What follows belongs to an exercise in optimizing a design on an open flow for small area and a short achievable clock period; a production flow would make more cautious choices.
Function was checked by simulation only, so behaviour that the tests miss may differ from the original.
Power figures rest on the tool's default switching activity, not on a simulated workload.

Setup of run 1:
Design axis_prog_intra_cycle_delay, start of the top module:
module axis_prog_intra_cycle_delay #(
  parameter  int DATA_WIDTH      = 256,
  parameter  int SAMPLE_WIDTH    = 16,
  parameter  int MAX_CYCLE_DELAY = 8,
  parameter  int RESET_DELAY     = 10,
  localparam int SPC             = DATA_WIDTH / SAMPLE_WIDTH,
  localparam int DW              = $clog2((MAX_CYCLE_DELAY + 1) * SPC)
) (
  input  logic                  clk,
  input  logic                  rst_n,
  input  logic [DATA_WIDTH-1:0] s_axis_tdata,
  input  logic                  s_axis_tvalid,
  input  logic                  s_axis_tlast,
  output logic [DATA_WIDTH-1:0] m_axis_tdata,
  output logic                  m_axis_tvalid,
  output logic                  m_axis_tlast,
  input  logic [DW-1:0]         cfg_delay,
  input  logic                  cfg_valid,
  output logic                  cfg_pending,
  output logic                  cfg_clamped,
  output logic [DW-1:0]         cur_delay
);
Size in the first run: roughly 6,000 cells after synthesis, roughly 3,000 flip-flops, about 84,000 um^2 of cells after synthesis.
==> flow/config.mk <==
export PLATFORM = sky130hd
export DESIGN_NAME = axis_prog_intra_cycle_delay
export DESIGN_NICKNAME = axis_prog_intra_cycle_delay
export VERILOG_FILES = /design/flow/design.v
export SDC_FILE = /design/flow/constraint.sdc
export NUM_CORES = 4
export LEC_CHECK = 0
export CAP_MARGIN = 20
export CORE_MARGIN = 2
export CORE_UTILIZATION = 65
export CTS_CLUSTER_DIAMETER = 70
export CTS_CLUSTER_SIZE = 25
export SETUP_SLACK_MARGIN = 3.5
export SLEW_MARGIN = 20
==> flow/constraint.sdc <==
create_clock -name core_clock -period 6.0 [get_ports {clk}]
set_input_delay 1.2000 -clock core_clock [delete_from_list [all_inputs] [get_ports {clk}]]
set_output_delay 1.2000 -clock core_clock [all_outputs]
set_load 0.01 [all_outputs]
standard.sh (not shown) runs the stock make flow with config.mk's settings and CLKGATE_MAP_FILE= SYNTH_SCRIPT=/design/flow/synth_recipe.tcl, a recipe that flattens the netlist after the stock synthesis.
==> flow/flow/run.sh <==
#!/bin/bash
# The standard layout (standard.sh: the standard flow's own ORFS flow and synthesis, unchanged), with:
# - the smallest buffer for the port buffers (timing repair still upsizes those on critical
#   paths) and clock tree synthesis without dummy loads, with config.mk's sink clustering;
# - after placement, each output port's flip-flop moved next to its port buffer (then
#   legalized), since the paths from those flip-flops to the ports set the achieved period.
set -euo pipefail
export BUFFER_PORTS_ARGS="-buffer_cell sky130_fd_sc_hd__buf_1"
export CTS_ARGS="-sink_clustering_enable -repair_clock_nets -sink_clustering_size 25 -sink_clustering_max_diameter 70 -dont_use_dummy_load"
bash standard.sh place > standard_place.log 2>&1
PULL_DB="$PWD/orfs/results/${FLOW_PLATFORM}/axis_prog_intra_cycle_delay/base/3_place.odb" \
  openroad -no_init -exit flow/pull_outputs.tcl > pull_outputs.log 2>&1
bash standard.sh > standard_finish.log 2>&1
==> flow/flow/pull_outputs.tcl <==
# Move each output port's driving flip-flop (and an inverter between it and the port buffer,
# if there is one) next to that port's buffer, then legalize. Reads and writes the ODB
# named by the PULL_DB environment variable.
read_db $::env(PULL_DB)
set block [ord::get_db_block]

proc driver_of {inst} {
  foreach it [$inst getITerms] {
    if {![$it isInputSignal]} continue
    set n [$it getNet]
    if {$n eq "NULL"} continue
    foreach it2 [$n getITerms] {
      if {[$it2 isOutputSignal]} { return [$it2 getInst] }
    }
  }
  return ""
}

proc single_input {inst} {
  set n 0
  foreach it [$inst getITerms] { if {[$it isInputSignal]} { incr n } }
  return [expr {$n == 1}]
}

set moved 0
foreach bt [$block getBTerms] {
  if {[$bt getIoType] ne "OUTPUT"} continue
  set net [$bt getNet]
  if {$net eq "NULL"} continue
  set buf ""
  foreach it [$net getITerms] { if {[$it isOutputSignal]} { set buf [$it getInst] } }
  if {$buf eq ""} continue
  set chain {}
  set d [driver_of $buf]
  if {$d ne "" && ![[$d getMaster] isSequential] && [single_input $d]} {
    lappend chain $d
    set d [driver_of $d]
  }
  if {$d eq "" || ![[$d getMaster] isSequential]} continue
  lappend chain $d
  set bb [$buf getBBox]
  foreach inst $chain {
    set fb [$inst getBBox]
    set dist [expr {abs([$bb xMin]-[$fb xMin]) + abs([$bb yMin]-[$fb yMin])}]
    if {$dist < 3000} continue
    $inst setLocation [$bb xMin] [$bb yMin]
    incr moved
  }
}
puts "pull_outputs: moved $moved instances"
detailed_placement
check_placement -verbose
write_db $::env(PULL_DB)
Run 1 finished all stages; the layout is clean.
[inputs] run 2 vs run 1
Settings: CORE_UTILIZATION changed from 65 to 40.
==> flow/flow/run.sh <==
#!/bin/bash
set -euo pipefail
export BUFFER_PORTS_ARGS="-buffer_cell sky130_fd_sc_hd__buf_1"
export CTS_ARGS="-sink_clustering_enable -repair_clock_nets -sink_clustering_size 25 -sink_clustering_max_diameter 70 -dont_use_dummy_load"
bash standard.sh > standard.log 2>&1
removed: flow/flow/pull_outputs.tcl
--- outcome ---
Clock share of power in run 2 vs run 1: up 1.0 points. Non-clock buffer count in the final layout, run 1 and run 2: larger value in run 2. Side by side, fraction of area in clock buffers and inverters turned out higher in run 2 than in run 1. Between run 1 and run 2, the flow reports routed length per placed instance decreasing by a few percent. Diff run 1 -> run 2 | worst ir drop on vdd | up by more than 10%. Sort run 1 and run 2 by detailed-routing iteration count for the pre-antenna-repair pass asc -> top: run 2. Relative to run 1, worst setup slack has gone down in run 2. Looking only at total power, and setting everything else aside, the higher value of run 1 and run 2 goes to run 2. For run 2, the cell at the slowest stage of the critical path was sky130_fd_sc_hd__dfrtp_1, unlike run 1, where it was sky130_fd_sc_hd__dfrtp_4. Count of routing violations after the opening detailed-route iteration (higher): run 1.
Here is what was changed in the inputs of run 3 compared with run 2.
Settings: SETUP_SLACK_MARGIN now 3.6, was 3.5; CORE_UTILIZATION now 55, was 40.
==> flow/flow/run.sh <==
#!/bin/bash
# The standard layout (standard.sh: the standard flow's own ORFS flow and synthesis, unchanged), with:
# - the smallest buffer for the port buffers (timing repair still upsizes those on critical
#   paths) and clock tree synthesis without dummy loads, with config.mk's sink clustering;
# - after placement, each output port's flip-flop moved next to its port buffer (then
#   legalized), since the paths from those flip-flops to the ports set the achieved period.
set -euo pipefail
export BUFFER_PORTS_ARGS="-buffer_cell sky130_fd_sc_hd__buf_1"
export CTS_ARGS="-sink_clustering_enable -repair_clock_nets -sink_clustering_size 25 -sink_clustering_max_diameter 70 -dont_use_dummy_load"
bash standard.sh place > standard_place.log 2>&1
PULL_DB="$PWD/orfs/results/${FLOW_PLATFORM}/axis_prog_intra_cycle_delay/base/3_place.odb" \
  openroad -no_init -exit flow/pull_outputs.tcl > pull_outputs.log 2>&1
bash standard.sh > standard_finish.log 2>&1
==> flow/flow/pull_outputs.tcl (new file) <==
# Move each output port's driving flip-flop (and an inverter between it and the port buffer,
# if there is one) next to that port's buffer, then legalize. Reads and writes the ODB
# named by the PULL_DB environment variable.
read_db $::env(PULL_DB)
set block [ord::get_db_block]

proc driver_of {inst} {
  foreach it [$inst getITerms] {
    if {![$it isInputSignal]} continue
    set n [$it getNet]
    if {$n eq "NULL"} continue
    foreach it2 [$n getITerms] {
      if {[$it2 isOutputSignal]} { return [$it2 getInst] }
    }
  }
  return ""
}

proc single_input {inst} {
  set n 0
  foreach it [$inst getITerms] { if {[$it isInputSignal]} { incr n } }
  return [expr {$n == 1}]
}

set moved 0
foreach bt [$block getBTerms] {
  if {[$bt getIoType] ne "OUTPUT"} continue
  set net [$bt getNet]
  if {$net eq "NULL"} continue
  set buf ""
  foreach it [$net getITerms] { if {[$it isOutputSignal]} { set buf [$it getInst] } }
  if {$buf eq ""} continue
  set chain {}
  set d [driver_of $buf]
  if {$d ne "" && ![[$d getMaster] isSequential] && [single_input $d]} {
    lappend chain $d
    set d [driver_of $d]
  }
  if {$d eq "" || ![[$d getMaster] isSequential]} continue
  lappend chain $d
  set bb [$buf getBBox]
  foreach inst $chain {
    set fb [$inst getBBox]
    set dist [expr {abs([$bb xMin]-[$fb xMin]) + abs([$bb yMin]-[$fb yMin])}]
    if {$dist < 3000} continue
    $inst setLocation [$bb xMin] [$bb yMin]
    incr moved
  }
}
puts "pull_outputs: moved $moved instances"
detailed_placement
check_placement -verbose
write_db $::env(PULL_DB)
### Flow results
Looking at maximum clock skew at final layout, run 3 sits 19 ps lower than run 2 does. Net switching power of the design was lower in run 3 than in run 2. Timing startpoint of the critical path: cd_x[1] -> run 3, m_axis_tdata[48] -> run 2. Compared with run 2, clock network power in run 3 decreased by a few percent. The arrival time reported for the critical path endpoint reported for run 3 is smaller than that of run 2 by 130 ps. Between run 2 and run 3, final cell count without fillers is higher for run 2, run 3 comes in under that. Of the two candidates, run 2 has the worse wire length after detailed routing and run 3 the better one. Sort run 2 and run 3 by met1 wire length asc -> top: run 2. Delta (run 3 minus run 2): total number of placement rows moved down, total met3 wirelength after detailed routing rose 4.5 mm.

Starting RTL as in the previous note.
==> flow/config.mk <==
export PLATFORM = sky130hd
export DESIGN_NAME = axis_prog_intra_cycle_delay
export DESIGN_NICKNAME = axis_prog_intra_cycle_delay
export VERILOG_FILES = /design/flow/design.v
export SDC_FILE = /design/flow/constraint.sdc
export NUM_CORES = 4
export LEC_CHECK = 0
export CAP_MARGIN = 20
export CORE_MARGIN = 2
export CORE_UTILIZATION = 55
export CTS_CLUSTER_DIAMETER = 70
export CTS_CLUSTER_SIZE = 25
export SETUP_SLACK_MARGIN = 3.5
export SLEW_MARGIN = 20
==> flow/constraint.sdc <==
create_clock -name core_clock -period 6.0 [get_ports {clk}]
set_input_delay 1.2000 -clock core_clock [delete_from_list [all_inputs] [get_ports {clk}]]
set_output_delay 1.2000 -clock core_clock [all_outputs]
set_load 0.01 [all_outputs]
==> flow/flow/run.sh <==
#!/bin/bash
set -euo pipefail
export BUFFER_PORTS_ARGS="-buffer_cell sky130_fd_sc_hd__buf_1"
export CTS_ARGS="-sink_clustering_enable -repair_clock_nets -sink_clustering_size 25 -sink_clustering_max_diameter 70 -dont_use_dummy_load"
bash standard.sh > standard.log 2>&1
The starting point completed with no timing, DRC or antenna violations.
==> next run, changes <==
==> flow/flow/run.sh (replaced) <==
#!/bin/bash
# The standard layout (standard.sh: the standard flow's own ORFS flow and synthesis, unchanged), with:
# - the smallest buffer for the port buffers (timing repair still upsizes those on critical
#   paths) and clock tree synthesis without dummy loads, with config.mk's sink clustering;
# - after placement, each output port's flip-flop moved next to its port buffer (then
#   legalized), since the paths from those flip-flops to the ports set the achieved period.
set -euo pipefail
export BUFFER_PORTS_ARGS="-buffer_cell sky130_fd_sc_hd__buf_1"
export CTS_ARGS="-sink_clustering_enable -repair_clock_nets -sink_clustering_size 25 -sink_clustering_max_diameter 70 -dont_use_dummy_load"
bash standard.sh place > standard_place.log 2>&1
PULL_DB="$PWD/orfs/results/${FLOW_PLATFORM}/axis_prog_intra_cycle_delay/base/3_place.odb" \
  openroad -no_init -exit flow/pull_outputs.tcl > pull_outputs.log 2>&1
bash standard.sh > standard_finish.log 2>&1
==> flow/flow/pull_outputs.tcl (new file) <==
# Move each output port's driving flip-flop (and an inverter between it and the port buffer,
# if there is one) next to that port's buffer, then legalize. Reads and writes the ODB
# named by the PULL_DB environment variable.
read_db $::env(PULL_DB)
set block [ord::get_db_block]

proc driver_of {inst} {
  foreach it [$inst getITerms] {
    if {![$it isInputSignal]} continue
    set n [$it getNet]
    if {$n eq "NULL"} continue
    foreach it2 [$n getITerms] {
      if {[$it2 isOutputSignal]} { return [$it2 getInst] }
    }
  }
  return ""
}

proc single_input {inst} {
  set n 0
  foreach it [$inst getITerms] { if {[$it isInputSignal]} { incr n } }
  return [expr {$n == 1}]
}

set moved 0
foreach bt [$block getBTerms] {
  if {[$bt getIoType] ne "OUTPUT"} continue
  set net [$bt getNet]
  if {$net eq "NULL"} continue
  set buf ""
  foreach it [$net getITerms] { if {[$it isOutputSignal]} { set buf [$it getInst] } }
  if {$buf eq ""} continue
  set chain {}
  set d [driver_of $buf]
  if {$d ne "" && ![[$d getMaster] isSequential] && [single_input $d]} {
    lappend chain $d
    set d [driver_of $d]
  }
  if {$d eq "" || ![[$d getMaster] isSequential]} continue
  lappend chain $d
  set bb [$buf getBBox]
  foreach inst $chain {
    set fb [$inst getBBox]
    set dist [expr {abs([$bb xMin]-[$fb xMin]) + abs([$bb yMin]-[$fb yMin])}]
    if {$dist < 3000} continue
    $inst setLocation [$bb xMin] [$bb yMin]
    incr moved
  }
}
puts "pull_outputs: moved $moved instances"
detailed_placement
check_placement -verbose
write_db $::env(PULL_DB)
- CORE_UTILIZATION: 55 -> 50
- SETUP_SLACK_MARGIN: 3.5 -> 3.6
- The changed run completed without violations
- cell area rose by 0.89%
- utilization went down by 5.0 points
- fmax rose by 4.4%
- area after synthesis stays the same
- sequential cell count stays the same
- wire length came out higher by 5.4%
- die area goes up by 9.9%
- first-iteration DRC count increases by 1.9%
- non-clock buffer count goes up by 4
- cell count went up by 2.6%
- critical path depth goes up by 1
==> next run, changes <==
- CORE_UTILIZATION: 50 -> 40
- SETUP_SLACK_MARGIN: 3.6 -> 3.5
Clock power is higher by about 6%.
Die area is higher by 25%.
Combinational power barely changes.
Setup slack degrades by 41 ps.
Via count is higher by 1.1%.
==> next run, changes <==
==> flow/run.sh (new file) <==
#!/bin/bash
# synth_recipe.tcl (not shown) runs the flow's synth.tcl, then flattens the netlist and writes it again
# the make line also repeats each setting of config.mk as NAME=value (left out here)
make -C /OpenROAD-flow-scripts/flow DESIGN_CONFIG=/design/flow/config.mk WORK_HOME=/design/flow/orfs CLKGATE_MAP_FILE= SYNTH_SCRIPT=/design/flow/synth_recipe.tcl finish
removed: flow/flow/run.sh
removed: flow/flow/pull_outputs.tcl
removed: flow/standard.sh
After rerunning: Hold slack is about the same; sequential share of layout area went down by 2.0 points; synthesized cell count stays the same.

## afterwards: timing with drivers on the ports
How much do the figures lean on ideal ports? The routed layouts below were timed once more, with nothing changed but the port constraints. Step 1 assumes that a clkbuf_16 drives the clock port and a buf_2 every other input. Step 2 also shifts input and output timing later by t, the mid clock arrival at the registers, as if the neighbouring blocks saw the same clock. Slacks: ideal ports / drivers / drivers and shift; pairs: ideal ports / drivers.
run	t, ns	slack for setup (ns)	slew at the worst register clock pin (ns)
run 1	0.863	3.431 / 3.376 / 2.852	0.09 / 0.09
run 2	0.888	3.338 / 3.249 / 2.748	0.10 / 0.10
run 3	0.847	3.472 / 3.388 / 2.972	0.09 / 0.09
the first run of note 2	0.864	3.345 / 3.263 / 2.852	0.10 / 0.10
the second run of note 2	0.850	3.458 / 3.373 / 3.068	0.10 / 0.10
the third run of note 2	0.877	3.418 / 3.329 / 2.717	0.10 / 0.10
the fourth run of note 2	0.905	3.312 / 3.223 / 2.834	0.10 / 0.10
After both steps every run listed still meets setup and hold. For the third run of note 2, which loses most, drivers alone change the setup slack by -0.089 ns; drivers and shift together by -0.701 ns.
